Background: an optimization exercise with open tools, aiming at small area and a short achievable clock period. Do not read the settings as production practice. The RTL was checked by simulation tests, not by an equivalence proof against the original design. No activity file was given, so power comes from the tool's default toggle rates.

== build 3 ==
Design cpu_top, start of the top module:
module cpu_top #(
    parameter int FRAC_BITS = 15
) (
    input  wire logic         clk,
    input  wire logic         rst_n,
    input  wire logic         in_valid,
    input  wire logic [31:0]  instruction,
    output logic              out_valid,
    output logic              instruction_fail,
    output cpu_pkg::data_t    out_0,
    output cpu_pkg::data_t    out_1,
    output cpu_pkg::data_t    out_2,
    output cpu_pkg::data_t    out_3,
    output cpu_pkg::data_t    out_4,
    output cpu_pkg::data_t    out_5
);
export LEC_CHECK = 0
export CAP_MARGIN = 20
export CORE_MARGIN = 2
export CORE_UTILIZATION = 55
export SETUP_SLACK_MARGIN = 1.95
export SLEW_MARGIN = 20
create_clock -name core_clock -period 5.0 [get_ports {clk}]
standard.sh (not shown) runs the stock make flow with config.mk's settings and CLKGATE_MAP_FILE= SYNTH_SCRIPT=/design/flow/synth_recipe.tcl, a recipe that flattens the netlist after the stock synthesis.
==> flow/flow/run.sh <==
#!/bin/bash
# The standard layout, with plain buffers (not delay cells) on the ports.
set -euo pipefail
bash standard.sh BUFFER_PORTS_ARGS="-buffer_cell sky130_fd_sc_hd__buf_1" finish > standard_flow.log 2>&1
Looking at the reports, build 3 completed the entire flow and the layout it produced met the timing, DRC and antenna checks.
Modified inputs, build 30 compared to build 3
Settings: putting CTS_CLUSTER_DIAMETER at 100 where nothing was set; putting CTS_CLUSTER_SIZE at 30 where nothing was set.
### Flow results
Build 30 vs. build 3: sequential fraction of design power grew by 11 points, post-CTS repair timing setup buffer count grew by 2, power shrank by 18%, clock network area share shrank by 2.5 points.
Tightest slew margin relative to the limit on build 30 is down relative to build 3.
In build 30, the final standard cell area without fillers came out 3.0% below the value in build 3.
Modified inputs, build 94 compared to build 30
Settings: CTS_CLUSTER_DIAMETER now 70, was 100; CORE_UTILIZATION now 65, was 55; CTS_CLUSTER_SIZE now 20, was 30; PLACE_DENSITY now 0.72, previously not set; SETUP_SLACK_MARGIN now 1.8, was 1.95.
--- outcome ---
- First-pass GRT wire length was higher in the run labelled build 30.
- NOTE: critical path depth in build 94 falls short of that of build 30
- Between build 30 and build 94, count of buffers not belonging to the clock network in the layout decreased.
- Relative to build 30, routed wire length has decreased by 5.5% in build 94.
- Build 94 ended with more post-layout minimum cycle time than build 30.
- Relative to build 30, the power spent charging and discharging nets measured on build 94 has increased by a little under 10%.
For build 4, these inputs were changed with respect to build 94:
Settings: CTS_CLUSTER_DIAMETER changed from 70 to 85; SETUP_SLACK_MARGIN changed from 1.8 to 1.95; CTS_CLUSTER_SIZE changed from 20 to 25.
Notes after the runs:
Number of nets in the synthesized netlist across build 4 and build 94: no real change.
On multi-input combinational gate total, build 94 tracks build 4 almost exactly.
Re part of the cycle the worst path needs: build 4 is 3.5 points down on build 94.
Build 94 has higher number of clock-tree buffers in the layout than build 4.
For build 4, the worst setup path startpoint was instruction[18], unlike build 94, where it was instruction[16].
For the post-route worst setup slack, build 4 came in 0.18 ns higher than build 94 did.
| highest clock rate | build 4 vs build 94 | 5.8% higher |
As far as worst hold margin is concerned, build 4 and build 94 perform about the same.
Clock period minus worst slack delta (build 4 − build 94): favourable
Edits applied to the flow inputs when going from build 4 to build 25:
Settings: CTS_CLUSTER_SIZE changed from 25 to 20; CTS_CLUSTER_DIAMETER changed from 85 to 70.
Results
- Re number of well-tap cells placed: no difference whatsoever between build 25 and build 4.
- Clock power | build 25 above build 4
- Between build 4 and build 25, the flow reports met3 wirelength from detailed routing decreasing by a little under 10%.

* * *

Starting RTL as in the previous note.
export LEC_CHECK = 0
export CAP_MARGIN = 20
export CORE_MARGIN = 2
export CORE_UTILIZATION = 70
export CTS_CLUSTER_DIAMETER = 70
export CTS_CLUSTER_SIZE = 20
export PLACE_DENSITY = 0.8
export SETUP_SLACK_MARGIN = 1.95
export SLEW_MARGIN = 20
create_clock -name core_clock -period 5.0 [get_ports {clk}]
Scripts as last shown in full above: flow/flow/run.sh
==> next run, changes <==
Settings changed: CTS_CLUSTER_DIAMETER 70 to unset, CTS_CLUSTER_SIZE 20 to unset.
Wire length rose by 0.46%.
Sequential cell count is unchanged.
Combinational power is about the same.
Die area does not change.
Hold slack barely changes.

-- what the ideal ports hide --
In the flow no input, the clock included, has a driving cell. The finished layouts below were timed again as built, in two steps. Step 1 sets driving cells, clkbuf_16 on the clock port and buf_2 on the other inputs (assumed; they add their load-dependent delay and slew). Step 2 moves the port delays by t, midway between the first and last clock arrival at a register: inputs arrive t later, outputs are due t later. That takes back most of the time a late clock gives input paths. a / b / c = ideal ports / drivers / drivers and shift; a / b = the first two.
| run | t (ns) | slack for setup (ns) | worst register clock-pin slew, ns | cell pins on the clock port's net |
|---|---|---|---|---|
| build 3 | 0.601 | 1.967 / 1.971 / 1.372 | 0.07 / 0.07 | 1 |
| build 30 | 0.546 | 1.853 / 1.861 / 1.315 | 0.12 / 0.12 | 1 |
| build 94 | 0.570 | 1.785 / 1.806 / 1.245 | 0.08 / 0.08 | 1 |
| build 4 | 0.548 | 1.962 / 1.967 / 1.443 | 0.11 / 0.11 | 1 |
| build 25 | 0.554 | 1.932 / 1.941 / 1.387 | 0.09 / 0.09 | 1 |
| the first run of note 2 | 0.555 | 1.910 / 1.920 / 1.365 | 0.09 / 0.09 | 1 |
| the second run of note 2 | 0.585 | 1.937 / 1.967 / 1.382 | 0.07 / 0.07 | 1 |
After both steps setup and hold are still met in every run listed. For build 3, which loses most, drivers alone change the setup slack by +0.004 ns; drivers and shift together by -0.595 ns.
